Source: an optimization exercise on an open RTL-to-GDS flow (aim: small area). Production flows keep margins and buffers that such runs may drop. Where RTL was checked, it was by simulation tests only, not by an equivalence proof against the original. No functional check of the RTL was part of runs 5 and 6. Power and IR drop assume default switching activity.

==> flow/design.v <==
`default_nettype none
package game_pkg;
    localparam logic [11:0] FLOOR_COLOR  = 12'h642;
    localparam logic [11:0] OBJECT_COLOR = 12'h81d;
endpackage
`default_nettype wire
`default_nettype none
module floors_fall (
    input  logic        pclk,
    input  logic        rst,
    input  logic        space_button,
    input  logic [37:0] video_in,
    input  logic [11:0] x_obj,
    input  logic [11:0] y_obj,
    input  logic [11:0] y_pos,
    output logic [37:0] video_out,
    output logic        floor_hit,
    output logic        start,
    output logic        ending,
    output logic [11:0] y_obj_out
);
    function automatic logic ge_c(input logic [12:0] x, input logic [12:0] c);
        logic r;
        r = 1'b1;
        for (int i = 0; i < 13; i++) r = c[i] ? (x[i] & r) : (x[i] | r);
        ge_c = r;
    endfunction
    function automatic logic le_c(input logic [12:0] x, input logic [12:0] c);
        logic r;
        r = 1'b1;
        for (int i = 0; i < 13; i++) r = c[i] ? (!x[i] | r) : (!x[i] & r);
        le_c = r;
    endfunction
    function automatic logic in_win(input logic [12:0] x, input logic [12:0] c,
                                    input logic [12:0] w);
        in_win = ge_c(x, c) && le_c(x, 13'(c + w));
    endfunction
    function automatic logic ge(input logic [12:0] a, input logic [12:0] b);
        logic c;
        c = 1'b1;
        for (int i = 0; i < 13; i++) c = (a[i] & !b[i]) | (c & (a[i] | !b[i]));
        ge = c;
    endfunction
    function automatic logic [12:0] sub_rip(input logic [12:0] a, input logic [12:0] b);
        logic c;
        c = 1'b1;
        for (int i = 0; i < 13; i++) begin
            sub_rip[i] = a[i] ^ !b[i] ^ c;
            c = (a[i] & !b[i]) | (c & (a[i] | !b[i]));
        end
    endfunction
    function automatic logic [11:0] add_rip(input logic [11:0] a, input logic [11:0] b);
        logic c;
        c = 1'b0;
        for (int i = 0; i < 12; i++) begin
            add_rip[i] = a[i] ^ b[i] ^ c;
            c = (a[i] & b[i]) | (c & (a[i] | b[i]));
        end
    endfunction
    function automatic logic [12:0] add_c(input logic [12:0] x, input logic [12:0] c);
        logic r;
        r = 1'b0;
        for (int i = 0; i < 13; i++) begin
            add_c[i] = x[i] ^ c[i] ^ r;
            r = c[i] ? (x[i] | r) : (x[i] & r);
        end
    endfunction
    function automatic logic ge_c9(input logic [8:0] x, input logic [8:0] c);
        ge_c9 = ge_c({4'b0, x}, {4'b0, c});
    endfunction
    function automatic logic [8:0] add9(input logic [8:0] x, input logic [8:0] c);
        logic r;
        r = 1'b0;
        for (int i = 0; i < 9; i++) begin
            add9[i] = x[i] ^ c[i] ^ r;
            r = (x[i] & c[i]) | (r & (x[i] | c[i]));
        end
    endfunction
    function automatic logic [8:0] step(input logic [8:0] x, input logic [8:0] s,
                                        input logic [8:0] m);
        logic       wr;
        logic [8:0] k;
        wr = ge_c9(x, 9'(m - s));
        for (int i = 0; i < 9; i++) k[i] = wr ? 9'(s - m) >> i & 1'b1 : s[i];
        step = add9(x, k);
    endfunction
    logic [10:0] h, v;
    assign h = video_in[37:27];
    assign v = video_in[26:16];
    logic [8:0] q0, q1, n0, n1;
    logic [7:0] q2, q3, n2, n3;
    logic       g_q, wrap_next;
    always_comb begin
        if (rst) begin
            n0 = 9'd285; n1 = 9'd150; n2 = 8'd125; n3 = 8'd57;
        end else begin
            n0 = q0; n1 = q1; n2 = q2; n3 = q3;
        end
    end
    assign wrap_next = !rst && (y_pos[11:1] == 11'd0) && g_q;
    always_ff @(posedge pclk) begin
        g_q <= !rst && (y_pos[11:1] != 11'd0);
        if (wrap_next) begin
            q0 <= step(n0, 9'd25, 9'd370);
            q1 <= step(n1, 9'd125, 9'd370);
            q2 <= 8'(step({1'b0, n2}, 9'd160, 9'd185));
            q3 <= 8'(step({1'b0, n3}, 9'd165, 9'd185));
        end else begin
            q0 <= n0; q1 <= n1; q2 <= n2; q3 <= n3;
        end
    end
    logic a4, a5, a6;
    assign a4 = ge_c9(n0, 9'd60);             
    assign a5 = ge_c9(n1, 9'd88);             
    assign a6 = ge_c9({1'b0, n2}, 9'd160);    
    function automatic logic [8:0] base_of(input logic [6:0] sel);
        base_of = (n0 & {9{sel[0] | sel[4]}}) | (n1 & {9{sel[1] | sel[5]}}) |
                  ({n2, 1'b0} & {9{sel[2] | sel[6]}}) | ({n3, 1'b1} & {9{sel[3]}});
    endfunction
    function automatic logic off_win(input logic [12:0] d, input logic [2:0] cls,
                                     input logic fl, input logic [12:0] w);
        case (cls)
            3'd0, 3'd1, 3'd2, 3'd3: off_win = in_win(d, 13'd0, w);
            3'd4:    off_win = fl ? in_win(d, 13'(-120), w) : in_win(d, 13'd620, w);
            3'd5:    off_win = fl ? in_win(d, 13'(-175), w) : in_win(d, 13'd565, w);
            3'd6:    off_win = fl ? in_win(d, 13'(-640), w) : in_win(d, 13'd100, w);
            default: off_win = 1'b0;
        endcase
    endfunction
    function automatic logic [2:0] enc(input logic [6:0] sel);
        enc = {sel[4] | sel[5] | sel[6], sel[2] | sel[3] | sel[6], sel[1] | sel[3] | sel[5]} |
              {3{~|sel}};
    endfunction
    localparam logic [83:0] C = {12'd450, 12'd300, 12'd150, 12'd0,
                                 12'd3946, 12'd3796, 12'd3646};
    logic [11:0] dv, dy;
    logic [12:0] foot;
    logic [6:0]  hi, pk, lk;
    assign dv   = {1'b0, v} - y_pos;
    assign dy   = y_obj - y_pos;
    assign foot = add_c({1'b0, y_obj}, 13'd48);
    always_comb begin
        for (int k = 0; k < 7; k++) begin
            hi[k] = in_win({1'b0, y_pos}, {1'b0, 12'(12'd4076 - C[12*k +: 12])}, 13'd19);
            pk[k] = in_win({1'b0, dv}, {1'b0, C[12*k +: 12]}, 13'd20) && !hi[k];
            lk[k] = in_win({1'b0, dy}, {1'b0, 12'(C[12*k +: 12] - 12'd48)}, 13'd20) &&
                    (!foot[12] || hi[k]);
        end
    end
    logic       sprite, f552;
    logic [8:0] bp, bl;
    logic [2:0] cp, cl;
    logic       fp, flg;
    assign bp  = base_of(pk);
    assign cp  = enc(pk);
    assign fp  = (pk[4] & a4) | (pk[5] & a5) | (pk[6] & a6);
    assign bl  = base_of(lk);
    assign cl  = enc(lk);
    assign flg = (lk[4] & a4) | (lk[5] & a5) | (lk[6] & a6);
    assign sprite = ge({2'b00, h}, {1'b0, x_obj}) &&
                    !ge({2'b00, h}, add_c({1'b0, x_obj}, 13'd36)) &&
                    !ge({1'b0, y_obj}, {2'b00, v}) && ge(foot, {2'b00, v});
    assign f552 = (y_obj == 12'd552);
    logic pl, go, space_q, y1_q, play_now, go_now;
    assign play_now = !rst && (space_q || (pl && !y1_q));
    assign go_now   = !rst && !space_q && (y1_q || go);
    always_ff @(posedge pclk) begin
        pl      <= play_now;
        go      <= go_now;
        space_q <= !rst && space_button;
        y1_q    <= (y_obj == 12'd1);
        start   <= rst || (!pl && !go);
        ending  <= !rst && go;
    end
    logic [37:0] vid1;
    logic [8:0]  bp1;
    logic [2:0]  cp1, cl1;
    logic        fp1, sprite1, flg1, f552_1;
    logic [11:0] yp1, x1;
    logic [8:0]  bl1;
    always_ff @(posedge pclk) begin
        vid1    <= video_in;
        bp1     <= bp;
        cp1     <= cp;
        fp1     <= fp;
        sprite1 <= sprite;
        flg1    <= flg;
        bl1     <= bl;
        x1      <= x_obj;
        cl1     <= cl;
        f552_1  <= f552;
        yp1     <= y_pos;
    end
    logic [10:0] h1;
    logic [12:0] eh;
    logic        on_floor, hit_now, land1;
    logic [12:0] ex;
    logic [11:0] rgb, yoff, y_now;
    localparam logic [83:0] YOFF = {12'd401, 12'd251, 12'd101, 12'd4047,
                                    12'd3897, 12'd3747, 12'd3597};
    assign h1 = vid1[37:27];
    assign eh = sub_rip({2'b00, h1}, {3'b000, bp1, 1'b0});
    assign on_floor = (cp1 != 3'd7) && (h1 != 11'd0) && !ge_c({2'b00, h1}, 13'd799) &&
                      !off_win(eh, cp1, fp1, 13'd60);
    always_comb begin
        rgb = vid1[11:0];
        if (pl) begin
            if (sprite1)       rgb = game_pkg::OBJECT_COLOR;
            else if (on_floor) rgb = game_pkg::FLOOR_COLOR;
        end
    end
    assign ex    = sub_rip({1'b0, x1}, {3'b000, bl1, 1'b0});
    assign land1 = !off_win(ex, cl1, flg1, 13'd23) && (cl1 != 3'd7);
    always_comb begin
        yoff = YOFF[12*cl1 +: 12];
        y_now = land1 ? add_rip(yp1, yoff) : 12'd552;
    end
    assign hit_now = land1 || f552_1;
    always_ff @(posedge pclk) begin
        if (rst) begin
            video_out <= '0;
            floor_hit <= 1'b0;
            y_obj_out <= '0;
        end else begin
            video_out <= {vid1[37:12], rgb};
            floor_hit <= hit_now;
            if (hit_now) y_obj_out <= y_now;
        end
    end
endmodule
`default_nettype wire
==> flow/run.sh <==
#!/bin/bash
# synth_recipe.tcl (not shown) runs the flow's synth.tcl, then flattens the netlist and writes it again
# the make line also repeats each setting of config.mk as NAME=value (left out here)
make -C /OpenROAD-flow-scripts/flow DESIGN_CONFIG=/design/flow/config.mk WORK_HOME=/design/flow/orfs CLKGATE_MAP_FILE= SYNTH_SCRIPT=/design/flow/synth_recipe.tcl finish
==> flow/config.mk <==
export PLATFORM = sky130hd
export DESIGN_NAME = floors_fall
export DESIGN_NICKNAME = floors_fall
export VERILOG_FILES = /design/flow/design.v
export SDC_FILE = /design/flow/constraint.sdc
export NUM_CORES = 4
export LEC_CHECK = 0
export CAP_MARGIN = 20
export CORE_MARGIN = 2
export CORE_UTILIZATION = 70
export CTS_BUF_LIST = sky130_fd_sc_hd__clkbuf_8
export SLEW_MARGIN = 20
==> flow/constraint.sdc <==
create_clock -name core_clock -period 6.0 [get_ports {pclk}]
set_input_delay 1.2000 -clock core_clock [delete_from_list [all_inputs] [get_ports {pclk}]]
set_output_delay 1.2000 -clock core_clock [all_outputs]
set_load 0.01 [all_outputs]
==> run notes, run 1 <==
GRT busiest layer=met2; grt met1 use=49.0%; Synth Register Bits=182; Synth Area per Inst=slightly below 9 um^2; post-synthesis net count=1397; Post-DP HPWL=21200 um; Power per Cell Area=232 mW/mm^2; Peak VDD IR=0.000179 V; clk slew on worst S/H paths=about 0.1 ns; Synthesis Warnings=1; Sink Count=182; Die Ht=about 130 um; # diodes=0; CTS max path bufs=2; Clock Power Share=27.5%; Final Setup Violations=1; clk_skew=around 0.016 ns; post-place setup slack=0.250 ns; Final WS setup=-0.0170 ns; Sw Pwr=slightly below 1 mW; GR met2 Demand/Resource=about three fifths; area grow syn2layout=18.5%; outcome=failed layout checks; routability congestion estimate=0.978; CP Launch Type=flip-flop; ys async rst share=0%; CP Data Arrival Time=6.39 ns; total gr overflow=0; data required time of the critical path=6.37 ns; worst-margin pin slew=about 1.1 ns; WL per Instance=19.6 um; Sw Share=33.7%; Post-synth EDFFs=0; antenna violations before repair=0; Global Route Usage Sum=a little over a third; Logic pwr share=27.4%; Antenna Violating Nets Remaining=0; Die W=127 um; fin nets=1514; area post-placement=around 0.012 mm^2; SO Viols=negative setup slack; CTS tree=built; Worst setup EP type=flip-flop; io pins=130; Detailed Route WL=~30000 um; final setup TNS=-0.0170 ns; Max Cap Violations=0; ratio of cells with drive above 1 in the final layout=7.07%; post-layout minimum cycle time=6.02 ns; DRC=0; number of CTS-inserted buffers=17; detailed-router iteration count before antenna repair=8; worst skew pair latency=a little under 0.5 ns; ys flop type=dfxtp_1; Initial Util=72.0%; Final period util=100%; upper clock frequency limit=166 MHz; met3 usage=8.56%; Crit Path Class=flip-flop to flip-flop; Root Buffer=clkbuf_8; Core ar.=0.0146 mm^2; headroom to the max-slew limit=between 20% and 30%; CTS H-Tree Depth=4; post-synthesis cell count=~1200; DR vias/cell=6.48; DR iter-0 viols=around 1200; Netlist cell types=85; Fillers=just under 900; internal power=1.92 mW; global-route wire length before repair=45900 um; HP Class=flip-flop to flip-flop; Mapped Area=0.0105 mm^2; leakage=between 5 and 6 nW; Vias=9904; Port Buffers=129; Die ar.=0.0161 mm^2; Finished Cell Area=0.0125 mm^2; max-slew violation count=0; row count=44; post-synthesis sequential area ratio=34.6%; largest net degree at the start of global routing=84; Final Hold Viols=0; Seq pwr share=a little under half; CP max FO=5; vias in the first global route=9072
## cell usage after synthesis, types with 4 or more instances
cell type / number / area, um^2
ha_1: 64 / 801
o21ai_0: 54 / 270
o211ai_1: 15 / 113
dfxtp_1: 182 / 3640
nor2_1: 85 / 319
o22ai_1: 9 / 56.3
nand2_1: 123 / 462
a32oi_1: 5 / 43.8
a222oi_1: 5 / 50.1
a211o_1: 6 / 52.6
or4_1: 7 / 52.6
maj3_2: 6 / 67.6
clkbuf_1: 37 / 139
a2111oi_0: 4 / 35.0
o21a_1: 12 / 90.1
or3_1: 6 / 37.5
nor4_1: 14 / 87.6
xnor2_1: 17 / 149
a21oi_1: 61 / 305
fa_1: 41 / 821
nor2b_1: 53 / 332
nand2b_1: 15 / 93.8
a311oi_1: 4 / 35.0
maj3_1: 11 / 110
o31ai_1: 4 / 30.0
a211oi_1: 11 / 82.6
xor2_1: 13 / 114
nor3b_1: 7 / 52.6
a31oi_1: 12 / 75.1
nand4_1: 18 / 113
inv_1: 113 / 424
or2_2: 12 / 75.1
a22oi_1: 12 / 90.1
and3_1: 10 / 62.6
and2_1: 5 / 31.3
a41o_1: 4 / 40.0
a21o_1: 8 / 60.1
nand3_1: 36 / 180
nor3_1: 24 / 120
mux2_2: 6 / 67.6
mux2i_1: 7 / 70.1
buf_1: 5 / 18.8
## registers in the layout (all words and copies together), names as in the netlist, 9 cells and up
name	flops
y_obj_out	12
bp1	9
bl1	9
vid1	38
video_out	38
yp1	12
x1	12
q1	9
q0	9
## final cells by class
class	instances	area, um^2	area share [%]
clock buffer	17	234	1.87
multi-input combinational	876	6410	51.4
clock inverter	14	143	1.14
timing repair buffer	142	1400	11.2
tap	184	230	1.84
sequential	182	3640	29.2
inverter	113	424	3.40
## per-layer routing
| metal | part of all wire (%) | up-vias |
|---|---|---|
| li1 | - | 4526 |
| met1 | 40 | 4628 |
| met2 | 46 | 650 |
| met3 | 11 | 100 |
| met4 | 3.2 | 0 |
| met5 | 0 | - |
## cell usage in the layout, fill, tap and decap left out, drive strengths merged, types with 8 or more instances in the layout
| master | Yosys | routed |
|---|---|---|
| a21oi | 61 | 61 |
| o211ai | 15 | 15 |
| o21ai | 56 | 56 |
| nand4 | 18 | 18 |
| and3 | 10 | 10 |
| a211oi | 13 | 13 |
| nor3 | 24 | 24 |
| o22ai | 9 | 9 |
| buf | 8 | 14 |
| nor2b | 53 | 53 |
| nand3 | 36 | 36 |
| clkdlybuf4s50 | 0 | 128 |
| a21o | 8 | 8 |
| ha | 64 | 64 |
| nor2 | 85 | 85 |
| nor4 | 14 | 14 |
| nand2 | 123 | 123 |
| xnor2 | 17 | 17 |
| dfxtp | 182 | 182 |
| inv | 113 | 119 |
| a22oi | 12 | 12 |
| fa | 41 | 41 |
| or2 | 13 | 13 |
| xor2 | 13 | 13 |
| nand2b | 16 | 16 |
| a31oi | 12 | 12 |
| clkbuf | 38 | 17 |
| o21a | 12 | 12 |
| maj3 | 17 | 17 |
## logic make-up (layout without fill, tap and decap cells)
group / count (synthesis) / in the layout / synth area share (%)
adders and majority gates: 122 / 122 / 17.1
DFF: 182 / 182 / 34.6
xor gates and xnor gates: 30 / 30 / 2.49
and+or+nand+nor: 431 / 431 / 20.5
buffers and inverters: 159 / 286 / 5.73
AOI/OAI and AO/OA: 278 / 280 / 18.3
muxes: 13 / 13 / 1.31
## metrics by stage
step	total power [mW]	cells	hold WS (ns)	util (%)
floorplan	1.80	1215	0.398	-
global placement	2.03	1488	0.415	81.6
detailed placement	2.05	1488	0.422	81.7
CTS	2.83	1519	0.444	84.2
global route	3.02	1528	0.458	85.3
finish	2.90	1528	0.444	85.3
## critical path, cell delays in order (launching register included)
cell and delay (ns):
dfxtp_1 0.33, inv_1 0.07, ha_1 0.13, inv_1 0.05, fa_1 0.38, fa_1 0.39, fa_1 0.40, fa_1 0.41
fa_1 0.41, fa_2 0.37, fa_1 0.39, inv_1 0.09, fa_1 0.21, nor2b_1 0.15, ha_1 0.26, nand4b_1 0.23
nor2_2 0.14, a32oi_1 0.14, a311oi_2 0.36, o31ai_2 0.14, buf_4 0.21, o311ai_4 0.10, buf_4 0.19, mux2i_1 0.27
nor2_1 0.10
## path summary, 6_finish.rpt
path / start / end / slack, ns / depth (start not counted)
max reg2reg: x1[1] / y_obj_out[7] / -0.02 / 24
min: vid1[3] / video_out[3] / 0.44 / 2
max: x1[1] / y_obj_out[7] / -0.02 / 24
min reg2reg: vid1[3] / video_out[3] / 0.44 / 2
## power groups by stage
stage | Sequential, mW | Clock, mW | Combinational [mW]
after floorplan | 1.33 | 0 | 0.465
after global placement | 1.33 | 0 | 0.701
after detailed placement | 1.33 | 0 | 0.722
after CTS | 1.30 | 0.797 | 0.730
after global routing | 1.31 | 0.847 | 0.857
final | 1.31 | 0.795 | 0.793
## repair_timing
action | in CTS | in global routing
hold buffers | 0 | 0
resized for setup | 0 | 15
endpoints found under the setup margin | 0 | 20
hold endpoints to repair | 0 | 0
setup buffers | 0 | 7
==> run 2, diff against run 1 <==
--- a/flow/config.mk
+++ b/flow/config.mk
@@ -7,6 +7,5 @@
 export LEC_CHECK = 0
 export CAP_MARGIN = 20
 export CORE_MARGIN = 2
-export CORE_UTILIZATION = 70
-export CTS_BUF_LIST = sky130_fd_sc_hd__clkbuf_8
+export CORE_UTILIZATION = 40
 export SLEW_MARGIN = 20
==> run 2 against run 1 <==
- the run now finishes clean
- sequential power about the same
- routed wire length decreased by 2.7%
- sequential cell count stayed put
- largest power group unchanged
- highest routed layer unchanged
==> run notes, run 2 <==
DR vias/cell=5.48 (-15%); Antenna Violating Nets Remaining=0 (unchanged); Initial Util=40.6% (-31 points); Power per Cell Area=249 mW/mm^2 (+7.3%); upper clock frequency limit=177 MHz (+6.3%); io pins=130 (unchanged); post-cts hold buffer count=0 (unchanged); detailed-router iteration count before antenna repair=8 (unchanged); Post-DP HPWL=22600 um (+6.3%); Max Cap Violations=0 (unchanged); Netlist cell types=85 (unchanged); outcome=timing/DRC/antenna clean; number of CTS-inserted buffers=17 (unchanged); post-synth top area cell=dfxtp_1; data required time of the critical path=6.37 ns (about the same); Post-synth EDFFs=0 (unchanged); Synth Area in Simple Gates=20.5% (unchanged); Sink Count=182 (unchanged); area grow syn2layout=21.0%; most frequent cell after synthesis=dfxtp_1; clk_skew=0.0212 ns (+0.00524 ns); Multi-input gate area=0.00632 mm^2 (-1.4%); Synth area leaders=dfxtp_1 (35%), fa_1 (7.8%), ha_1 (7.6%), nand2_1 (4.4%), inv_1 (4.0%); ys flop type=dfxtp_1; unrepaired setup endpoints after global routing=false; CTS tree=built; Finished Cell Area=0.0127 mm^2 (+2.1%); compound-cell area share of the yosys netlist=18.3% (unchanged); Synth Area per Inst=8.67 um^2 (unchanged); post-synthesis adder-cell area fraction=17.1% (unchanged); fin nets=1508 (-0.40%); most frequent cells in the layout=dfxtp_1 (182), clkdlybuf4s50_1 (128), nand2_1 (123), inv_1 (113), nor2_1 (85); Synthesis Warnings=1 (unchanged); FF+latch area=0.00364 mm^2 (unchanged); ys async rst share=0% (unchanged); worst-margin pin slew=1.09 ns (-0.0551 ns); leakage=5.19 nW (+1.3%); Die W=166 um (+31%); Final Hold Viols=0 (unchanged); final core occ=49.1% (-36 points); Vias=9170 (-7.4%); Die ar.=0.0277 mm^2 (+72%); headroom to the max-slew limit=27.5% (+4.4 points); Root Buffer=clkbuf_16; largest registers=vid1 (38), video_out (38); antenna violations before repair=0 (unchanged); largest net degree at the start of global routing=46 (-45%); post-synthesis sequential area ratio=34.6% (unchanged); largest family of logic cells by synthesized area=simple AND/OR/NAND/NOR gates; worst skew pair latency=0.45 ns (-0.04 ns); Mapped Area=0.0105 mm^2 (unchanged); Core ar.=0.0260 mm^2 (+77%); clk slew on worst S/H paths=0.07 ns (-0.03 ns); CTS H-Tree Depth=4 (unchanged); top cell type's share of synthesized area=34.6% (unchanged); CP max FO=17 (+12); total gr overflow=0 (unchanged); post-synthesis cell count=1215 (unchanged); most common cell after layout, fill and taps aside=dfxtp_1; Die Ht=166 um (+31%); Synth Register Bits=182 (unchanged); CP Data Arrival Time=6.04 ns (-0.35 ns); CTS max path bufs=2 (unchanged); CP Launch Type=flip-flop; post-synthesis net count=1397 (unchanged); Detailed Route WL=29100 um (-2.7%); post-layout minimum cycle time=5.66 ns (-0.355 ns); vias in the first global route=8818 (-2.8%); mux cell area share after synthesis=1.31% (unchanged); max-slew violation count=0 (unchanged); Port Buffers=129 (unchanged); routability congestion estimate=0.875 (-11%); Final period util=94.4% (-5.9 points); xor and xnor area share after synthesis=2.49% (unchanged); Fillers=2527 (+190%); final setup TNS=0 ns (+0.0170 ns); DR iter-0 viols=706 (-43%); Peak VDD IR=0.000159 V (-11%); Worst setup EP type=flip-flop; DRC=0 (unchanged); global-route wire length before repair=47200 um (+2.8%); area post-placement=0.0122 mm^2 (+1.7%); Final Setup Violations=0 (-1); HP Class=flip-flop to flip-flop; WL per Instance=17.4 um (-11%); Crit Path Class=flip-flop to flip-flop; most frequent cells after synthesis=dfxtp_1 (182), nand2_1 (123), inv_1 (113); row count=59 (+34%); Global Route Usage Sum=21.2% (-15 points); # diodes=0 (unchanged); ratio of cells with drive above 1 in the final layout=6.05% (-1.0 points)
-- run 2: cell counts after synthesis --
Identical to the previous run, type by type.
-- run 2: per-stage QoR --
step / power (mW) / worst slack (ns) / cells / hold WS, ns
final: 3.17 / 0.338 / 1673 / 0.435
after global placement: 2.06 / 0.472 / 1642 / 0.415
after floorplan: 1.80 / 0.540 / 1215 / 0.398
after global routing: 3.34 / 0.0151 / 1673 / 0.451
after detailed placement: 2.06 / 0.364 / 1642 / 0.422
after CTS: 3.20 / 0.351 / 1673 / 0.438
-- run 2: logic make-up after synthesis --
kind of cell               Yosys count
DFF                                182
muxes                               13
and+or+nand+nor                    431
buffers and inverters              159
AOI/OAI and AO/OA                  278
xor gates and xnor gates            30
adders and majority gates          122
-- run 2: cell type report --
class	instances	area share (%)
clock buffer	18	3.37
multi-input combinational	874	49.6
timing repair buffer	138	10.6
inverter	113	3.33
tap	335	3.29
clock inverter	13	1.21
sequential	182	28.6
-- run 2: repair_timing --
item,CTS,global route
gates resized for setup,0,2
buffers inserted,0,0
endpoints found under the setup margin,0,10
-- run 2: final timing paths --
check,cells after the start,slack [ns],startpoint,to
max,22,0.34,x1[1],y_obj_out[8]
min,1,0.43,vid1[24],video_out[24]
max reg2reg,22,0.34,x1[1],y_obj_out[8]
min reg2reg,1,0.43,vid1[24],video_out[24]
-- run 2: routing by layer --
metal	vias up	global-route usage (%)	part of all wire, %	wire length, um
li1	4500	-	-	-
met1	4341	29.2	47	13800
met2	288	33.4	45	13100
met3	41	3.84	4.8	1410
met4	0	7.27	2.7	789
met5	-	0	0	0
-- run 2: power breakdown --
part	internal, mW	switching (mW)	leakage, nW
logic	0.328	0.415	3.40
registers	1.27	0.0347	1.50
clock network	0.592	0.533	0.284
-- run 2: critical path: stages, from the launching register on --
cell and delay (ns):
dfxtp_1 0.30, inv_1 0.04, ha_1 0.13, inv_1 0.05, fa_1 0.37, fa_1 0.39, fa_1 0.39, fa_1 0.38
fa_1 0.39, fa_1 0.38, fa_1 0.36, inv_1 0.07, fa_1 0.20, nor2b_1 0.16, ha_1 0.25, nand4b_1 0.24
nor4_2 0.34, a21oi_1 0.07, nor3b_1 0.18, o31ai_1 0.13, o311ai_4 0.26, mux2_2 0.41, nor2_1 0.08
==> run 3, diff against run 2 <==
==> flow/flow/run.sh (new file) <==
#!/bin/bash
# Standard layout, with the smallest buffer on the ports.
set -e
export BUFFER_PORTS_ARGS="-buffer_cell sky130_fd_sc_hd__buf_1"
bash standard.sh > standard.log 2>&1
==> flow/standard.sh (new file) <==
#!/bin/bash
# synth_recipe.tcl (not shown) runs the flow's synth.tcl, then flattens the netlist and writes it again
# the make line also repeats each setting of config.mk as NAME=value (left out here)
make -C /OpenROAD-flow-scripts/flow DESIGN_CONFIG=/design/flow/config.mk WORK_HOME=/design/flow/orfs CLKGATE_MAP_FILE= SYNTH_SCRIPT=/design/flow/synth_recipe.tcl "${@:-finish}"
removed: flow/run.sh
==> run 3 against run 2 <==
- design area fell by 6.1%
- critical path type unchanged
- sequential power about the same
- synthesized cell count did not move
- routed wire length is 3.0% lower
- worst setup slack better by 0.070 ns
- cell count about the same
- fmax increased by 1.2%
- non-clock buffer count down 2
- sequential share of layout area grew 1.9 points
- utilization shrank 3.0 points
- power shrank 1.3%
==> run notes, run 3 <==
Root Buffer=clkbuf_16; Core ar.=0.0260 mm^2 (unchanged); detailed-router iteration count before antenna repair=6 (-2); Worst Hold Depth=1 (unchanged); Seq pwr share=41.6% (+0.5 points); DR iter-0 viols=687 (-2.7%); Peak VDD IR=0.000166 V (+4.4%); Antenna Violating Nets Remaining=0 (unchanged); Netlist cell types=85 (unchanged); WL per Instance=16.9 um (-2.9%); Die Ht=166 um (unchanged); HP Class=flip-flop to flip-flop; ys async rst share=0% (unchanged); DR vias/cell=5.42 (-1.1%); Mapped Area=0.0105 mm^2 (unchanged); Sink Count=182 (unchanged); Worst setup EP type=flip-flop; clk slew on worst S/H paths=0.08 ns (about the same); Logic pwr share=21.5% (-1.9 points); number of CTS-inserted buffers=17 (unchanged); post-synth top area cell=dfxtp_1; area grow syn2layout=13.5%; Fillers=2555 (+1.1%); DRC=0 (unchanged); Post CTS Setup Buffer Count=0 (unchanged); max incr delay on CP=0.39 ns (-0.02 ns); Power per Cell Area=262 mW/mm^2 (+5.2%); area post-placement=0.0113 mm^2 (-6.7%); Synth Register Bits=182 (unchanged); Crit Path Class=flip-flop to flip-flop; CTS H-Tree Depth=4 (unchanged); io pins=130 (unchanged); Port Buffers=129 (unchanged); Final WS setup=0.408 ns (+0.0699 ns); Max Cap Violations=0 (unchanged); post-place setup slack=0.393 ns (+0.0292 ns); CP max FO=17 (unchanged); WP buf/inv=3 (unchanged); WHS=0.436 ns (+0.00163 ns); most frequent cells after synthesis=dfxtp_1 (182), nand2_1 (123), inv_1 (113); CTS max path bufs=2 (unchanged); # diodes=0 (unchanged); Die ar.=0.0277 mm^2 (unchanged); CP dominant cell by count=fa_1; worst-margin pin slew=1.05 ns (-0.0341 ns); max-slew violation count=0 (unchanged); Final Hold Viols=0 (unchanged); Synthesis Warnings=1 (unchanged); Clock Power Share=36.9% (+1.4 points); FF-to-FF path depth=22 (unchanged); Initial Util=40.6% (unchanged); cell family with most CP delay=adder cells; row count=59 (unchanged); Synth area leaders=dfxtp_1 (35%), fa_1 (7.8%), ha_1 (7.6%), nand2_1 (4.4%), inv_1 (4.0%); fin cells=1672 (-0.060%); unrepaired setup endpoints after global routing=false; internal power=2.11 mW (-3.8%); top cell type's share of synthesized area=34.6% (unchanged); Die W=166 um (unchanged); worst skew pair latency=0.45 ns (about the same); cell chain of the critical path=inv_1 > ha_1 > inv_1 > fa_1 > fa_1 > fa_1 > fa_1 > fa_1 > fa_1 > fa_1 > inv_1 > fa_1 > nor2b_1 > ha_1 > nand3_1 > nor3_1 > a32oi_1 > a311oi_1 > o31ai_1 > o311ai_4 > or2_2 > a21oi_1; Vias=9064 (-1.2%); Multi-input gate area=0.00631 mm^2 (about the same); post-layout minimum cycle time=5.59 ns (-0.0699 ns); total gr overflow=0 (unchanged); antenna violations before repair=1 (+1); Post-DP HPWL=21900 um (-2.8%); vias in the first global route=8535 (-3.2%); most frequent cells in the layout=dfxtp_1 (182), buf_1 (128), nand2_1 (123), inv_1 (113), nor2_1 (85); total power=3.13 mW (-1.3%); CP Data Arrival Time=5.96 ns (-0.08 ns); leakage=4.87 nW (-6.2%); Sw Share=32.8% (+1.8 points); placed cell count=1640 (-0.12%); upper clock frequency limit=179 MHz (+1.2%); Global Route Usage Sum=20.5% (-0.67 points); ys flop type=dfxtp_1; largest net degree at the start of global routing=40 (-13%); post-synthesis cell count=1215 (unchanged); Synth Area per Inst=8.67 um^2 (unchanged); final core occ=46.0% (-3.0 points); clk_skew=0.0137 ns (-0.00758 ns); CP max stage cell=fa_1; global-route wire length before repair=46000 um (-2.5%); Worst path depth=22 (unchanged); CP Launch Type=flip-flop; headroom to the max-slew limit=29.7% (+2.3 points); post-synthesis sequential area ratio=34.6% (unchanged); FF+latch area=0.00364 mm^2 (unchanged); Sw Pwr=1.03 mW (+4.5%); ratio of cells with drive above 1 in the final layout=5.98% (-0.070 points); Detailed Route WL=28300 um (-3.0%); outcome=timing/DRC/antenna clean; fin nets=1506 (-0.13%); largest registers=vid1 (38), video_out (38); most frequent cell after synthesis=dfxtp_1; Final Setup Violations=0 (unchanged); Final period util=93.2% (-1.2 points); Post-synth EDFFs=0 (unchanged); data required time of the critical path=6.37 ns (about the same); most common cell after layout, fill and taps aside=dfxtp_1; Finished Cell Area=0.0120 mm^2 (-6.1%); post-synthesis net count=1397 (unchanged); CTS tree=built; routability congestion estimate=0.884 (+1.1%); final setup TNS=0 ns (unchanged)
run 3: cell counts after synthesis:
No cell type changed its count.
run 3: power groups by stage:
| stage | logic [mW] | registers (mW) | clock network, mW |
|---|---|---|---|
| final | 0.673 | 1.30 | 1.16 |
| after global routing | 0.752 | 1.31 | 1.23 |
| after CTS | 0.670 | 1.30 | 1.19 |
| after detailed placement | 0.663 | 1.33 | 0 |
| after global placement | 0.660 | 1.33 | 0 |
| after floorplan | 0.465 | 1.33 | 0 |
run 3: kinds of logic after synthesis:
kind of cell	share of synthesized area, %
AO/OA/AOI/OAI	18.3
XOR/XNOR	2.49
adder cells (fa/ha/maj)	17.1
buffers and inverters	5.73
flip-flops	34.6
multiplexers	1.31
AND/OR/NAND/NOR	20.5
run 3: routing by layer:
metal	wire length, um	global-route usage (%)	vias to the layer above
met5	13	0	-
met4	525	5.96	2
met3	1440	3.05	35
met2	13300	33.6	286
met1	12900	28.1	4237
li1	-	-	4504
run 3: final cells by class:
class / count / area share [%]
Inverter: 113 / 3.54
Clock inverter: 15 / 1.65
Timing Repair Buffer: 136 / 4.52
Tap cell: 335 / 3.50
Multi-Input combinational cell: 874 / 52.8
Clock buffer: 17 / 3.56
Sequential cell: 182 / 30.5
run 3: path summary, 6_finish.rpt:
check / endpoint / startpoint / slack (ns)
max reg2reg: y_obj_out[9] / x1[1] / 0.41
min: go / space_q / 0.44
max: y_obj_out[9] / x1[1] / 0.41
min reg2reg: go / space_q / 0.44
run 3: repair_timing:
action,in CTS,in global routing
hold buffers,0,0
hold endpoints to repair,0,0
resized for setup,0,1
endpoints found under the setup margin,0,2
==> run 4, diff against run 3 <==
--- a/flow/config.mk
+++ b/flow/config.mk
@@ -7,5 +7,6 @@
 export LEC_CHECK = 0
 export CAP_MARGIN = 20
 export CORE_MARGIN = 2
-export CORE_UTILIZATION = 40
+export CORE_UTILIZATION = 70
+export CTS_BUF_LIST = sky130_fd_sc_hd__clkbuf_8
 export SLEW_MARGIN = 20
==> run 4 against run 3 <==
- non-clock buffer count is 3 higher
- fmax is 0.35% lower
- worst setup slack worse by 0.020 ns
- sequential share of layout area is 0.96 points higher
- clock-buffer cell count is 1 higher
- sequential power hardly changed
- hold slack better by 0.0067 ns
- combinational power is 1% higher
- largest power group unchanged
- highest routed layer is now met4
==> run notes, run 4 <==
detailed-router iteration count before antenna repair=6 (unchanged); reg2reg end=y_obj_out[9]; CTS H-Tree Depth=4 (unchanged); Final Hold Viols=0 (unchanged); area grow syn2layout=10.1%; post-synthesis sequential area ratio=34.6% (unchanged); final setup TNS=0 ns (unchanged); Power per Cell Area=245 mW/mm^2 (-6.3%); total gr overflow=0 (unchanged); ratio of cells with drive above 1 in the final layout=6.19% (+0.21 points); post-layout minimum cycle time=5.61 ns (+0.0195 ns); CP max FO=13 (-4); top cell type's share of synthesized area=34.6% (unchanged); CTS max path bufs=2 (unchanged); Max Cap Violations=0 (unchanged); io pins=130 (unchanged); Final Setup Violations=0 (unchanged); fin nets=1509 (+0.20%); Synth area leaders=dfxtp_1 (35%), fa_1 (7.8%), ha_1 (7.6%), nand2_1 (4.4%), inv_1 (4.0%); post-cts hold buffer count=0 (unchanged); DR vias/cell=6.23 (+15%); Synthesis Warnings=1 (unchanged); Finished Cell Area=0.0116 mm^2 (-3.0%); largest registers=vid1 (38), video_out (38); Core ar.=0.0146 mm^2 (-44%); headroom to the max-slew limit=41.8% (+12 points); WL per Instance=17.7 um (+4.8%); Die Ht=127 um (-24%); Synth Area per Inst=8.67 um^2 (unchanged); largest net degree at the start of global routing=39 (-2.5%); most frequent cell after synthesis=dfxtp_1; global-route wire length before repair=43400 um (-5.6%); DRC=0 (unchanged); Multi-input gate area=0.00631 mm^2 (unchanged); area post-placement=0.0112 mm^2 (-1.7%); Fillers=1019 (-60%); Antenna Violating Nets Remaining=0 (unchanged); FF+latch area=0.00364 mm^2 (unchanged); vias in the first global route=8604 (+0.81%); Port Buffers=129 (unchanged); max-slew violation count=0 (unchanged); hold_sp=vid1[0]; worst skew pair latency=0.48 ns (+0.03 ns); FF-to-FF path depth=22 (unchanged); ys async rst share=0% (unchanged); clk_skew=0.0194 ns (+0.00574 ns); CTS tree=built; post-place setup slack=0.345 ns (-0.0479 ns); CP Data Arrival Time=6.02 ns (+0.06 ns); Final WS setup=0.388 ns (-0.0195 ns); Post-DP HPWL=20700 um (-5.6%); worst-margin pin slew=0.868 ns (-0.185 ns); post-synthesis cell count=1215 (unchanged); Die ar.=0.0161 mm^2 (-42%); Mapped Area=0.0105 mm^2 (unchanged); flop2flop setup slack=0.39 ns (-0.02 ns); Netlist cell types=85 (unchanged); # diodes=0 (unchanged); routability congestion estimate=1.04 (+17%); Worst Hold Depth=2 (+1); leakage=4.79 nW (-1.6%); Synth Register Bits=182 (unchanged); antenna violations before repair=0 (-1); Detailed Route WL=27000 um (-4.5%); Crit Path Class=flip-flop to flip-flop; Reg-to-Reg Start=x1[1]; Die W=127 um (-24%); most common cell after layout, fill and taps aside=dfxtp_1; Post-synth EDFFs=0 (unchanged); row count=44 (-25%); Final period util=93.5% (+0.33 points); HP Class=flip-flop to flip-flop; upper clock frequency limit=178 MHz (-0.35%); Root Buffer=clkbuf_8; Peak VDD IR=0.000280 V (+68%); Vias=9487 (+4.7%); Initial Util=72.0% (+31 points); CP Launch Type=flip-flop; outcome=timing/DRC/antenna clean; Worst setup EP type=flip-flop; final core occ=79.2% (+33 points); number of CTS-inserted buffers=17 (unchanged); DR iter-0 viols=883 (+29%); ys flop type=dfxtp_1; post-synthesis net count=1397 (unchanged); Global Route Usage Sum=34.3% (+14 points); total power=2.85 mW (-9.2%); most frequent cells after synthesis=dfxtp_1 (182), nand2_1 (123), inv_1 (113); Hold Crit Endpoint=video_out[0]; data required time of the critical path=6.41 ns (+0.04 ns); most frequent cells in the layout=dfxtp_1 (182), buf_1 (128), nand2_1 (123), inv_1 (113), nor2_1 (85); Sink Count=182 (unchanged); post-synth top area cell=dfxtp_1; clk slew on worst S/H paths=0.11 ns (+0.03 ns)
run 4: cell families after synthesis:
logic type                 synth area share (%)
AOI/OAI and AO/OA                          18.3
xor gates and xnor gates                   2.49
DFF                                        34.6
adders and majority gates                  17.1
muxes                                      1.31
and+or+nand+nor                            20.5
buffers and inverters                      5.73
run 4: metal layers:
layer  wire, um  vias to the layer above  global-route usage [%]
met5          0                        -                       0
met2      11700                      447                    51.7
met4        843                        0                    12.5
met3       2330                       60                    7.93
met1      12100                     4478                    48.7
li1           -                     4502                       -
run 4: stage by stage:
| stage | hold WS [ns] | instances |
|---|---|---|
| 2_1_floorplan | 0.398 | 1215 |
| 4_1_cts | 0.445 | 1521 |
| 5_1_grt | 0.449 | 1524 |
| 3_5_place_dp | 0.423 | 1489 |
| 6_report | 0.443 | 1524 |
| 3_3_place_gp | 0.415 | 1489 |
run 4: final cells by class:
type,count,area share [%]
tap,184,1.98
clock buffer,18,2.14
clock inverter,14,1.53
sequential,182,31.4
multi-input combinational,874,54.4
timing repair buffer,139,4.85
inverter,113,3.66
run 4: how the worst max path moves through the flow:
stage / from / end / slack (ns) / cells past startpoint
2_1_floorplan: x1[1] / y_obj_out[0] / 0.54 / 23
6_report: x1[1] / y_obj_out[9] / 0.39 / 22
3_5_place_dp: x1[1] / y_obj_out[9] / 0.35 / 22
4_1_cts: x1[1] / y_obj_out[9] / 0.31 / 22
3_3_place_gp: x1[1] / y_obj_out[9] / 0.46 / 22
5_1_grt: x1[1] / y_obj_out[7] / -0.005 / 23
run 4: what timing repair did:
action                                  4_1_cts  5_1_grt
buffers inserted                              0        3
resized for setup                             0        0
endpoints found under the setup margin        0        1
endpoints found under the hold margin         0        0
run 4: power breakdown:
part / switching (mW) / internal (mW) / total (mW)
combinational: 0.414 / 0.268 / 0.682
clock: 0.494 / 0.366 / 0.861
sequential: 0.0336 / 1.27 / 1.30
run 4: critical path: stages, from the launching register on:
cell	delay (ns)
dfxtp_1	0.33
inv_1	0.05
ha_1	0.13
inv_1	0.05
fa_1	0.37
fa_1	0.39
fa_1	0.39
fa_1	0.39
fa_1	0.38
fa_1	0.38
fa_1	0.37
inv_1	0.08
fa_1	0.20
nor2b_1	0.14
ha_1	0.24
nand3_1	0.17
nor3_1	0.09
a32oi_1	0.16
a311oi_1	0.07
o31ai_1	0.40
o311ai_4	0.28
or2_2	0.34
a21oi_1	0.14
==> run 5, diff against run 4 <==
--- a/flow/design.v
+++ b/flow/design.v
@@ -212,8 +212,8 @@
     assign ex    = sub_rip({1'b0, x1}, {3'b000, bl1, 1'b0});
     assign land1 = !off_win(ex, cl1, flg1, 13'd23) && (cl1 != 3'd7);
     always_comb begin
-        yoff = YOFF[12*cl1 +: 12];
-        y_now = land1 ? add_rip(yp1, yoff) : 12'd552;
+        yoff  = YOFF[12*cl1 +: 12];
+        y_now = add_rip(yp1, yoff);
     end
     assign hit_now = land1 || f552_1;
     always_ff @(posedge pclk) begin
@@ -224,7 +224,8 @@
         end else begin
             video_out <= {vid1[37:12], rgb};
             floor_hit <= hit_now;
-            if (hit_now) y_obj_out <= y_now;
+            if (land1)       y_obj_out <= y_now;
+            else if (f552_1) y_obj_out <= 12'd552;
         end
     end
 endmodule
==> run 5 against run 4 <==
- die area up 4.5%
- clock power down 4.6%
- worst setup slack worse by 0.082 ns
- critical path depth unchanged
- non-clock buffer count up 4
- synthesized area up 4.7%
- global-route usage down 0.19 points
- highest routed layer unchanged
- clock-buffer cell count down 1
- cell count up 5.4%
- routed wire length up 4.9%
- largest cell class unchanged
- utilization down 0.36 points
- synthesized cell count up 5.0%
- still clean on timing, DRC and antenna
==> run notes, run 5 <==
Core ar.=0.0153 mm^2 (+4.6%); clk slew on worst S/H paths=0.11 ns (about the same); ys async rst share=0% (unchanged); final setup TNS=0 ns (unchanged); CTS H-Tree Depth=4 (unchanged); unrepaired setup endpoints after global routing=false; most frequent cells after synthesis=dfxtp_1 (182), inv_1 (112), nand2_1 (99); worst-margin pin slew=1.02 ns (+0.149 ns); ratio of cells with drive above 1 in the final layout=7.23% (+1.0 points); Root Buffer=clkbuf_8; Initial Util=72.0% (+0.084 points); routability congestion estimate=0.967 (-6.7%); Port Buffers=129 (unchanged); upper clock frequency limit=176 MHz (-1.4%); detailed-router iteration count before antenna repair=6 (unchanged); Die Ht=130 um (+2.2%); HP Class=flip-flop to flip-flop; Netlist cell types=89 (+4.7%); outcome=timing/DRC/antenna clean; WHS=0.440 ns (-0.00307 ns); CTS tree=built; Global Route Usage Sum=34.1% (-0.19 points); CP Data Arrival Time=6.11 ns (+0.09 ns); clk_skew=0.0229 ns (+0.00351 ns); placed cell count=1574 (+5.7%); Die ar.=0.0168 mm^2 (+4.5%); most frequent cell after synthesis=dfxtp_1; fin cells=1607 (+5.4%); Mapped Area=0.0110 mm^2 (+4.7%); leakage=4.80 nW (+0.26%); Sink Count=182 (unchanged); Vias=9931 (+4.7%); CP Launch Type=flip-flop; largest registers=vid1 (38), video_out (38); top cell type's share of synthesized area=33.0% (-1.6 points); Crit Path Class=flip-flop to flip-flop; ys flop type=dfxtp_1; Post-DP HPWL=21300 um (+3.1%); data required time of the critical path=6.41 ns (about the same); post-layout minimum cycle time=5.69 ns (+0.0820 ns); post-synthesis sequential area ratio=33.0% (-1.6 points); total gr overflow=0 (unchanged); CTS max path bufs=2 (unchanged); largest net degree at the start of global routing=45 (+15%); Synthesis Warnings=1 (unchanged); antenna violations before repair=1 (+1); number of CTS-inserted buffers=17 (unchanged); Final Setup Violations=0 (unchanged); Fillers=1093 (+7.3%); Final Hold Viols=0 (unchanged); DRC=0 (unchanged); most common cell after layout, fill and taps aside=dfxtp_1; Worst setup EP type=flip-flop; Die W=130 um (+2.2%); Final period util=94.9% (+1.4 points); most frequent cells in the layout=dfxtp_1 (182), buf_1 (128), inv_1 (113), nand2_1 (99), o21ai_0 (81); headroom to the max-slew limit=31.6% (-10 points); Antenna Violating Nets Remaining=0 (unchanged); post-cts hold buffer count=0 (unchanged); CP max FO=25 (+12); area grow syn2layout=9.47%; Peak VDD IR=0.000155 V (-45%); max-slew violation count=0 (unchanged); DR iter-0 viols=1104 (+25%); post-synth top area cell=dfxtp_1; io pins=130 (unchanged); global-route wire length before repair=45200 um (+4.0%); Post-synth EDFFs=0 (unchanged); Detailed Route WL=28300 um (+4.9%); Synth Area per Inst=8.65 um^2 (-0.30%); post-synthesis cell count=1276 (+5.0%); worst skew pair latency=0.48 ns (about the same); Synth area leaders=dfxtp_1 (33%), fa_1 (7.4%), ha_1 (7.3%), inv_1 (3.8%), o21ai_0 (3.7%); fin nets=1565 (+3.7%); Max Cap Violations=0 (unchanged); WL per Instance=17.6 um (-0.55%); Synth Register Bits=182 (unchanged); Power per Cell Area=241 mW/mm^2 (-1.9%); # diodes=0 (unchanged); row count=45 (+2.3%); final core occ=78.9% (-0.36 points); post-synthesis net count=1458 (+4.4%); vias in the first global route=9171 (+6.6%); DR vias/cell=6.18 (-0.73%)
run 5: cell count changes after synthesis, moves of 12 or more:
cell | before | now
o22ai_1 | 9 | 22
nand2_1 | 123 | 99
nand3b_1 | 3 | 15
o21ai_0 | 54 | 81
nor3_1 | 24 | 38
nand2b_1 | 15 | 34
run 5: routing by layer:
metal / global-route usage, % / vias up / wire (um)
met5: 0 / - / 0
met4: 12.9 / 0 / 767
met3: 6.32 / 61 / 2310
met2: 55.1 / 489 / 12900
met1: 46.0 / 4634 / 12300
li1: - / 4747 / -
run 5: cell type report:
| class | count | area [um^2] | area share, % |
|---|---|---|---|
| inverters | 113 | 424 | 3.51 |
| well taps | 211 | 264 | 2.19 |
| repair buffers | 143 | 597 | 4.94 |
| flip-flops and latches | 182 | 3640 | 30.2 |
| clock inverters | 15 | 158 | 1.31 |
| clock buffers | 17 | 234 | 1.94 |
| multi-input cells | 926 | 6760 | 56.0 |
run 5: final timing paths:
| path | end | slack [ns] | cells after the start | from |
|---|---|---|---|---|
| min | go | 0.44 | 1 | space_q |
| min reg2reg | go | 0.44 | 1 | space_q |
| max reg2reg | y_obj_out[1] | 0.31 | 22 | x1[1] |
| max | y_obj_out[1] | 0.31 | 22 | x1[1] |
run 5: repair_timing:
item	CTS	global route
endpoints found under the setup margin	0	9
buffers inserted	0	1
resized for setup	0	3
run 5: stage by stage:
| step | setup slack, ns | instance area [um^2] | total power [mW] |
|---|---|---|---|
| 4_1_cts | 0.154 | 12100 | 2.89 |
| 5_1_grt | 0.0173 | 12100 | 3.05 |
| 2_1_floorplan | 0.549 | 11000 | 1.89 |
| 3_3_place_gp | 0.339 | 11700 | 2.06 |
| 3_5_place_dp | 0.195 | 11700 | 2.09 |
| 6_report | 0.306 | 12100 | 2.91 |
run 5: kinds of logic after synthesis:
| family | synth area share [%] |
|---|---|
| adders and majority gates | 15.5 |
| and+or+nand+nor | 23.4 |
| xor gates and xnor gates | 2.69 |
| buffers and inverters | 5.85 |
| AOI/OAI and AO/OA | 18.9 |
| DFF | 33.0 |
| muxes | 0.590 |
run 5: critical path, stage by stage (launching register included):
cell,delay [ns]
dfxtp_1,0.32
inv_1,0.05
ha_1,0.14
inv_1,0.05
fa_1,0.39
fa_1,0.40
fa_1,0.39
fa_1,0.39
fa_1,0.39
fa_1,0.39
fa_1,0.38
inv_1,0.08
fa_1,0.19
nor2b_1,0.14
ha_1,0.25
nor2b_1,0.12
nand4_1,0.15
o41ai_2,0.32
a221o_1,0.19
a22oi_1,0.09
buf_6,0.19
or3b_2,0.45
a21oi_1,0.16
run 5: where the power goes:
group	leakage, nW	internal [mW]	switching (mW)
logic	3.09	0.299	0.479
clock network	0.204	0.313	0.508
registers	1.50	1.27	0.0329
total	4.80	1.89	1.02
==> run 6, diff against run 5 <==
--- a/flow/design.v
+++ b/flow/design.v
@@ -77,11 +77,11 @@
         end
     endfunction
     function automatic logic [8:0] step(input logic [8:0] x, input logic [8:0] s,
-                                        input logic [8:0] m);
+                                        input logic [8:0] m, input logic en);
         logic       wr;
         logic [8:0] k;
         wr = ge_c9(x, 9'(m - s));
-        for (int i = 0; i < 9; i++) k[i] = wr ? 9'(s - m) >> i & 1'b1 : s[i];
+        for (int i = 0; i < 9; i++) k[i] = en & (wr ? 9'(s - m) >> i & 1'b1 : s[i]);
         step = add9(x, k);
     endfunction
     logic [10:0] h, v;
@@ -89,25 +89,21 @@
     assign v = video_in[26:16];
     logic [8:0] q0, q1, n0, n1;
     logic [7:0] q2, q3, n2, n3;
-    logic       g_q, wrap_next;
+    logic       g_q, w_q;
     always_comb begin
         if (rst) begin
             n0 = 9'd285; n1 = 9'd150; n2 = 8'd125; n3 = 8'd57;
         end else begin
-            n0 = q0; n1 = q1; n2 = q2; n3 = q3;
-        end
-    end
-    assign wrap_next = !rst && (y_pos[11:1] == 11'd0) && g_q;
+            n0 = step(q0, 9'd25, 9'd370, w_q);
+            n1 = step(q1, 9'd125, 9'd370, w_q);
+            n2 = 8'(step({1'b0, q2}, 9'd160, 9'd185, w_q));
+            n3 = 8'(step({1'b0, q3}, 9'd165, 9'd185, w_q));
+        end
+    end
     always_ff @(posedge pclk) begin
         g_q <= !rst && (y_pos[11:1] != 11'd0);
-        if (wrap_next) begin
-            q0 <= step(n0, 9'd25, 9'd370);
-            q1 <= step(n1, 9'd125, 9'd370);
-            q2 <= 8'(step({1'b0, n2}, 9'd160, 9'd185));
-            q3 <= 8'(step({1'b0, n3}, 9'd165, 9'd185));
-        end else begin
-            q0 <= n0; q1 <= n1; q2 <= n2; q3 <= n3;
-        end
+        w_q <= !rst && (y_pos[11:1] == 11'd0) && g_q;
+        q0 <= n0; q1 <= n1; q2 <= n2; q3 <= n3;
     end
     logic a4, a5, a6;
     assign a4 = ge_c9(n0, 9'd60);             
==> run 6 against run 5 <==
- power down 0.85%
- highest routed layer unchanged
- fmax decreased by 1.8%
- critical endpoint is now y_obj_out[2]
- non-clock buffer count is 6 lower
- largest cell class unchanged
- synthesized cell count fell by 6.6%
- hold slack worse by 0.012 ns
==> run notes, run 6 <==
outcome=timing/DRC/antenna clean; io pins=130 (unchanged); Final Setup Violations=0 (unchanged); headroom to the max-slew limit=41.1% (+9.5 points); most frequent cell after synthesis=dfxtp_1; CP max stage cell=fa_1; routability congestion estimate=0.983 (+1.7%); Detailed Route WL=29000 um (+2.5%); CP max FO=7 (-72%); worst-margin pin slew=0.876 ns (-0.141 ns); area grow syn2layout=9.91%; Power per Cell Area=244 mW/mm^2 (+1.5%); clk slew on worst S/H paths=0.11 ns (about the same); leakage=4.75 nW (-0.98%); Hold Crit Endpoint=go; Max Cap Violations=0 (unchanged); vias in the first global route=9066 (-1.1%); antenna violations before repair=0 (-1); largest net degree at the start of global routing=51 (+13%); reg2reg end=y_obj_out[2]; Crit Path Class=flip-flop to flip-flop; Antenna Violating Nets Remaining=0 (unchanged); Final Hold Viols=0 (unchanged); upper clock frequency limit=172 MHz (-1.8%); number of CTS-inserted buffers=17 (unchanged); Port Buffers=129 (unchanged); max incr delay on CP=0.40 ns (-0.05 ns); Netlist cell types=86 (-3.4%); Core ar.=0.0151 mm^2 (-1.5%); Worst setup EP type=flip-flop; Post-synth EDFFs=0 (unchanged); data required time of the critical path=6.41 ns (about the same); Die W=128 um (-1.3%); Reg-to-Reg Start=x1[1]; global-route wire length before repair=46400 um (+2.6%); CP Launch Type=flip-flop; post-synthesis net count=1376 (-5.6%); DR vias/cell=6.43 (+4.1%); fin nets=1498 (-4.3%); hold_sp=space_q; most common cell after layout, fill and taps aside=dfxtp_1; Post-DP HPWL=22200 um (+3.9%); Synth area leaders=dfxtp_1 (34%), fa_1 (9.0%), ha_1 (6.9%), inv_1 (4.9%), nor2_1 (3.1%); Die Ht=128 um (-1.3%); CP Data Arrival Time=6.21 ns (+0.10 ns); Multi-input gate area=0.00641 mm^2 (-5.1%); Synth Area per Inst=9.00 um^2 (+4.1%); most frequent cells in the layout=dfxtp_1 (183), inv_1 (140), buf_1 (128), nor2_1 (89), nand2_1 (88); Root Buffer=clkbuf_8; post-synthesis sequential area ratio=34.1% (+1.1 points); CTS tree=built; FF-to-FF path depth=22 (unchanged); ys async rst share=0% (unchanged); WL per Instance=19.1 um (+8.7%); post-cts hold buffer count=0 (unchanged); total gr overflow=0 (unchanged); final setup TNS=0 ns (unchanged); FF+latch area=0.00366 mm^2 (+0.55%); max-slew violation count=0 (unchanged); top cell type's share of synthesized area=34.1% (+1.1 points); Vias=9746 (-1.9%); clk_skew=0.0153 ns (-0.00765 ns); post-synth top area cell=dfxtp_1; CTS max path bufs=2 (unchanged); Fillers=1058 (-3.2%); Worst Hold Depth=1 (unchanged); Synth Register Bits=183 (+0.55%); detailed-router iteration count before antenna repair=6 (unchanged); row count=45 (unchanged); Final period util=96.7% (+1.8 points); Peak VDD IR=0.000154 V (-0.41%); CTS H-Tree Depth=4 (unchanged); WHS=0.428 ns (-0.0121 ns); Initial Util=71.1% (-0.94 points); worst skew pair latency=0.48 ns (about the same); DR iter-0 viols=1245 (+13%); post-layout minimum cycle time=5.80 ns (+0.107 ns); HP Class=flip-flop to flip-flop; most frequent cells after synthesis=dfxtp_1 (183), inv_1 (140), nor2_1 (89); post-synthesis cell count=1192 (-6.6%); CP dominant cell by count=fa_1; ys flop type=dfxtp_1; ratio of cells with drive above 1 in the final layout=7.16% (-0.076 points); Mapped Area=0.0107 mm^2 (-2.8%); # diodes=0 (unchanged); Die ar.=0.0163 mm^2 (-2.7%); Synthesis Warnings=1 (unchanged); Sink Count=183 (+0.55%); largest registers=vid1 (38), video_out (38); DRC=0 (unchanged); Global Route Usage Sum=35.8% (+1.7 points); cell chain of the critical path=inv_1 > ha_1 > inv_1 > fa_1 > fa_1 > fa_1 > fa_1 > fa_1 > fa_1 > fa_1 > inv_1 > fa_1 > nor2b_2 > ha_1 > nand4b_1 > or3_1 > o32ai_1 > a221oi_1 > o22ai_2 > buf_6 > mux2_2 > nor2_1; flop2flop setup slack=0.20 ns (-0.11 ns)
## run 6: cell types whose count changed in the layout (fill, tap and decap cells not counted), sizes merged, moves of 8 or more
| cell | change |
|---|---|
| nand4 | -19 |
| nand2b | -11 |
| nor2 | +15 |
| nor3 | -13 |
| or3b | -8 |
| nand2 | -11 |
| nor2b | -9 |
| nand3b | -13 |
| maj3 | +11 |
| a21oi | -10 |
| o2111ai | +15 |
| o21ai | -33 |
| o22ai | -12 |
| inv | +25 |
## run 6: cell families (layout without fill, tap and decap cells)
kind of cell             count (synthesis)  count (layout)  synth area share (%)
multiplexers                            13              13                  1.28
AND/OR/NAND/NOR                        391             391                  19.1
buffers and inverters                  174             309                  6.20
AO/OA/AOI/OAI                          279             279                  19.5
XOR/XNOR                                25              25                  2.11
adder cells (fa/ha/maj)                127             127                  17.7
flip-flops                             183             183                  34.1
## run 6: final cells by class
| class | instances | area share, % |
|---|---|---|
| multi-input cells | 835 | 54.4 |
| flip-flops and latches | 183 | 31.1 |
| repair buffers | 137 | 4.64 |
| inverters | 140 | 4.46 |
| well taps | 188 | 1.99 |
| clock buffers | 17 | 1.98 |
| clock inverters | 15 | 1.47 |
## run 6: report_power, final
part / switching (mW) / internal [mW] / total, mW / leakage, nW
clock network: 0.511 / 0.318 / 0.829 / 0.197
logic: 0.469 / 0.279 / 0.748 / 3.04
registers: 0.0308 / 1.27 / 1.30 / 1.51
## run 6: worst max-delay path: cells and delay by family, from the launching register on
family	cells	cell delay, ns
AOI/OAI and AO/OA	3	0.62
adders and majority gates	10	3.31
buffers and inverters	4	0.34
DFF	1	0.31
muxes	1	0.33
and+or+nand+nor	4	0.83
## run 6: worst max-delay path by stage
| stage | start | to |
|---|---|---|
| after floorplan | x1[1] | y_obj_out[0] |
| after global placement | x1[1] | y_obj_out[1] |
| after detailed placement | vid1[28] | video_out[3] |
| after CTS | x1[1] | y_obj_out[8] |
| after global routing | x1[1] | y_obj_out[1] |
| final | x1[1] | y_obj_out[2] |
## run 6: through the flow
| step | setup slack (ns) | area (um^2) | power (mW) | instances | util, % |
|---|---|---|---|---|---|
| after floorplan | 0.302 | 10700 | 1.85 | 1192 | - |
| after global placement | 0.462 | 11300 | 2.03 | 1479 | 75.1 |
| after detailed placement | 0.234 | 11300 | 2.04 | 1479 | 75.1 |
| after CTS | 0.158 | 11700 | 2.86 | 1511 | 77.9 |
| after global routing | -0.00503 | 11800 | 3.01 | 1515 | 78.2 |
| final | 0.199 | 11800 | 2.88 | 1515 | 78.2 |
## run 6: timing repair
item                                    4_1_cts  5_1_grt
buffers inserted                              0        3
endpoints found under the setup margin        0        6
endpoints found under the hold margin         0        0
resized for setup                             0        4
## run 6: metal layers
layer | up-vias | share of wire [%] | track usage (%)
met5 | - | 0 | 0
met4 | 0 | 2.6 | 10.3
met3 | 90 | 9.2 | 5.72
met2 | 563 | 47 | 58.5
met1 | 4606 | 41 | 49.7
li1 | 4487 | - | -
==> run 7, diff against run 6 <==
--- a/flow/design.v
+++ b/flow/design.v
@@ -169,19 +169,19 @@
         ending  <= !rst && go;
     end
     logic [37:0] vid1;
-    logic [8:0]  bp1;
+    logic [8:0]  bp1;    
     logic [2:0]  cp1, cl1;
     logic        fp1, sprite1, flg1, f552_1;
     logic [11:0] yp1, x1;
-    logic [8:0]  bl1;
+    logic [8:0]  bl1;    
     always_ff @(posedge pclk) begin
         vid1    <= video_in;
-        bp1     <= bp;
+        bp1     <= ~bp;
         cp1     <= cp;
         fp1     <= fp;
         sprite1 <= sprite;
         flg1    <= flg;
-        bl1     <= bl;
+        bl1     <= ~bl;
         x1      <= x_obj;
         cl1     <= cl;
         f552_1  <= f552;
@@ -195,7 +195,7 @@
     localparam logic [83:0] YOFF = {12'd401, 12'd251, 12'd101, 12'd4047,
                                     12'd3897, 12'd3747, 12'd3597};
     assign h1 = vid1[37:27];
-    assign eh = sub_rip({2'b00, h1}, {3'b000, bp1, 1'b0});
+    assign eh = sub_rip({2'b00, h1}, {3'b000, ~bp1, 1'b0});
     assign on_floor = (cp1 != 3'd7) && (h1 != 11'd0) && !ge_c({2'b00, h1}, 13'd799) &&
                       !off_win(eh, cp1, fp1, 13'd60);
     always_comb begin
@@ -205,7 +205,7 @@
             else if (on_floor) rgb = game_pkg::FLOOR_COLOR;
         end
     end
-    assign ex    = sub_rip({1'b0, x1}, {3'b000, bl1, 1'b0});
+    assign ex    = sub_rip({1'b0, x1}, {3'b000, ~bl1, 1'b0});
     assign land1 = !off_win(ex, cl1, flg1, 13'd23) && (cl1 != 3'd7);
     always_comb begin
         yoff  = YOFF[12*cl1 +: 12];
==> flow/flow/run.sh (replaced) <==
#!/bin/bash
# Standard layout, with the smallest buffer on the ports and a clock tree
# without dummy loads.
set -e
export BUFFER_PORTS_ARGS="-buffer_cell sky130_fd_sc_hd__buf_1"
export CTS_ARGS="-sink_clustering_enable -repair_clock_nets -buf_list sky130_fd_sc_hd__clkbuf_8 -dont_use_dummy_load"
bash standard.sh > standard.log 2>&1
--- a/flow/config.mk
+++ b/flow/config.mk
@@ -8,5 +8,4 @@
 export CAP_MARGIN = 20
 export CORE_MARGIN = 2
 export CORE_UTILIZATION = 70
-export CTS_BUF_LIST = sky130_fd_sc_hd__clkbuf_8
 export SLEW_MARGIN = 20
==> run 7 against run 6 <==
- routed wire length shrank 9.7%
- via count shrank 9.2%
- die area shrank 4.4%
==> run notes, run 7 <==
Final Hold Viols=0 (unchanged); Mapped Area=0.0102 mm^2 (-4.5%); DR vias/cell=6.16 (-4.3%); ratio of cells with drive above 1 in the final layout=5.19% (-2.0 points); area post-placement=0.0109 mm^2 (-4.3%); top cell type's share of synthesized area=35.8% (+1.6 points); fin nets=1439 (-3.9%); Final period util=97.7% (+1.0 points); worst-margin pin slew=1.12 ns (+0.240 ns); max-slew violation count=0 (unchanged); highest metal used=met4; headroom to the max-slew limit=23.7% (-17 points); CTS H-Tree Depth=4 (unchanged); Final Setup Violations=0 (unchanged); Crit Path Class=flip-flop to flip-flop; post-synthesis net count=1315 (-4.4%); post-synth top area cell=dfxtp_1; Port Buffers=129 (unchanged); CP max FO=12 (+5); post-synthesis adder-cell area fraction=18.1% (+0.34 points); vias in the first global route=8237 (-9.1%); CTS max path bufs=2 (unchanged); most frequent cells after synthesis=dfxtp_1 (183), inv_1 (155), nor2_1 (80); antenna violations before repair=0 (unchanged); DR iter-0 viols=783 (-37%); number of CTS-inserted buffers=17 (unchanged); Die ar.=0.0156 mm^2 (-4.4%); compound-cell area share of the yosys netlist=18.9% (-0.53 points); Netlist cell types=79 (-8.1%); Power per Cell Area=242 mW/mm^2 (-1.1%); final setup TNS=0 ns (unchanged); Max Cap Violations=0 (unchanged); Detailed Route WL=26200 um (-9.7%); row count=44 (-2.2%); total gr overflow=0 (unchanged); mux cell area share after synthesis=0.403% (-0.88 points); DR WL met2=12200 um (-11%); outcome=timing/DRC/antenna clean; cell chain of the critical path=inv_1 > ha_1 > fa_1 > fa_1 > fa_2 > fa_2 > fa_1 > fa_1 > fa_1 > inv_1 > fa_2 > nor2_1 > ha_1 > or3b_4 > a2111oi_2 > a31oi_1 > o221ai_1 > o21ai_1 > o21ai_4 > buf_12 > nor3b_1 > a41o_1; CP Launch Type=flip-flop; Peak VDD IR=0.000146 V (-4.9%); CTS tree=built; Post-DP HPWL=20200 um (-8.7%); DRC=0 (unchanged); # diodes=0 (unchanged); Worst setup EP type=flip-flop; largest net degree at the start of global routing=51 (unchanged); post-synthesis sequential area ratio=35.8% (+1.6 points); leakage=4.88 nW (+2.6%); clk_skew=0.0394 ns (+0.0241 ns); global-route wire length before repair=41000 um (-12%); clk slew on worst S/H paths=0.10 ns (about the same); Synth Area per Inst=9.05 um^2 (+0.60%); routability congestion estimate=1.01 (+3.2%); most frequent cell after synthesis=dfxtp_1; Antenna Violating Nets Remaining=0 (unchanged); xor and xnor area share after synthesis=2.91% (+0.80 points); max incr delay on CP=0.44 ns (+0.04 ns); largest family of logic cells by synthesized area=compound AO/OA/AOI/OAI gates; Core ar.=0.0144 mm^2 (-4.4%); Sink Count=183 (unchanged); wl on met1=11100 um (-7.3%); CP max stage cell=or3b_4; Synth Register Bits=183 (unchanged); HP Class=flip-flop to flip-flop; largest registers=vid1 (38), video_out (38); CP Data Arrival Time=6.20 ns (about the same); detailed-router iteration count before antenna repair=6 (unchanged); Synthesis Warnings=1 (unchanged); Global Route Usage Sum=33.0% (-2.9 points); data required time of the critical path=6.34 ns (-0.07 ns); routed wl met3=2120 um (-20%); Die Ht=125 um (-2.2%); most common cell after layout, fill and taps aside=dfxtp_1; post-synthesis cell count=1131 (-5.1%); most frequent cells in the layout=dfxtp_1 (183), inv_1 (155), buf_1 (128), nor2_1 (80); Post-synth EDFFs=0 (unchanged); area grow syn2layout=9.53%; ys async rst share=0% (unchanged); io pins=130 (unchanged); Root Buffer=clkbuf_8; worst skew pair latency=0.46 ns (-0.02 ns); Finished Cell Area=0.0112 mm^2 (-4.9%); WL per Instance=18.2 um (-4.8%); Synth Area in Simple Gates=16.8% (-2.3 points); ys flop type=dfxtp_1; Die W=125 um (-2.2%); Synth area leaders=dfxtp_1 (36%), fa_1 (9.4%), ha_1 (7.2%), inv_1 (5.7%), nor2_1 (2.9%); Vias=8848 (-9.2%); post-layout minimum cycle time=5.86 ns (+0.0604 ns); Initial Util=71.0% (-0.10 points); upper clock frequency limit=171 MHz (-1.0%); post-cts hold buffer count=0 (unchanged); CP dominant cell by count=fa_1
run 7: cell type report:
cell class                 count  area [um^2]
multi-input combinational    759         5920
sequential                   183         3660
fill                        1064         3210
inverter                     157          589
timing repair buffer         137          582
clock buffer                  17          234
tap                          184          230
run 7: path summary, 6_finish.rpt:
check,startpoint,to,slack [ns],cells past startpoint
min,vid1[18],video_out[18],0.40,1
max,x1[1],y_obj_out[0],0.14,22
max reg2reg,x1[1],y_obj_out[0],0.14,22
min reg2reg,vid1[18],video_out[18],0.40,1
run 7: cell families (layout without fill, tap and decap cells):
group	count (synthesis)	in the layout
simple gates	328	328
compound gates	271	271
buf+inv	189	311
flops	183	183
fa+ha+maj	122	122
xor+xnor	34	34
mux	4	4
run 7: per-stage QoR:
step	utilization (%)	total power, mW	std cells	setup WS [ns]	hold slack [ns]
global placement	75.3	2.05	1416	0.186	0.414
finish	77.8	2.71	1437	0.139	0.404
global route	77.8	2.84	1437	-0.0618	0.413
CTS	77.3	2.68	1434	0.0315	0.404
detailed placement	75.3	2.06	1416	-0.0674	0.420
floorplan	-	1.85	1131	0.282	0.398
run 7: timing repair:
item,CTS,global route
cloned,1,1
setup buffers,0,2
pin swaps,0,6
gates resized for setup,7,13
endpoints found under the setup margin,12,15
run 7: critical path, delay by kind of cell (launching register included):
family          cells  cell delay, ns
compound gates      6            1.19
flops               1            0.32
buf+inv             3            0.27
simple gates        3            0.55
fa+ha+maj          10            3.41
run 7: layer usage:
layer | track usage [%] | vias to the layer above
met4 | 11.0 | 0
met5 | 0 | -
met3 | 5.99 | 78
met1 | 44.9 | 4135
li1 | - | 4203
met2 | 53.6 | 432
run 7: where the power goes:
| part | switching (mW) | internal [mW] | total (mW) |
|---|---|---|---|
| Combinational | 0.470 | 0.302 | 0.772 |
| Sequential | 0.0344 | 1.28 | 1.32 |
| Clock | 0.370 | 0.251 | 0.621 |

[static timing again, ports no longer ideal]
The results above use ideal ports. As a check the final layouts listed here were re-extracted and re-timed, cells and wires unchanged. Step 1 assumes that a clkbuf_16 drives the clock port and a buf_2 every other input. Step 2 also shifts input and output timing later by t, the mid clock arrival at the registers, as if the neighbouring blocks saw the same clock. Slacks: ideal / step 1 / step 2; pairs: ideal / step 1.
run	t (ns)	slack for setup (ns)	hold slack, ns	latest minus earliest clock arrival (ns)	worst data-port slew with drivers (ns)
run 1	0.521	-0.017 / -0.017 / -0.017	0.444 / 0.444 / 0.444	0.017 / 0.018	0.05
run 2	0.485	0.338 / 0.338 / 0.338	0.435 / 0.435 / 0.435	0.024 / 0.023	0.05
run 3	0.485	0.408 / 0.408 / 0.408	0.436 / 0.436 / 0.436	0.019 / 0.019	0.05
run 4	0.516	0.388 / 0.388 / 0.388	0.443 / 0.443 / 0.443	0.019 / 0.019	0.04
run 5	0.508	0.306 / 0.306 / 0.306	0.440 / 0.440 / 0.440	0.026 / 0.027	0.05
run 6	0.512	0.199 / 0.199 / 0.199	0.428 / 0.428 / 0.428	0.016 / 0.016	0.04
run 7	0.483	0.139 / 0.139 / 0.139	0.404 / 0.404 / 0.404	0.040 / 0.040	0.06
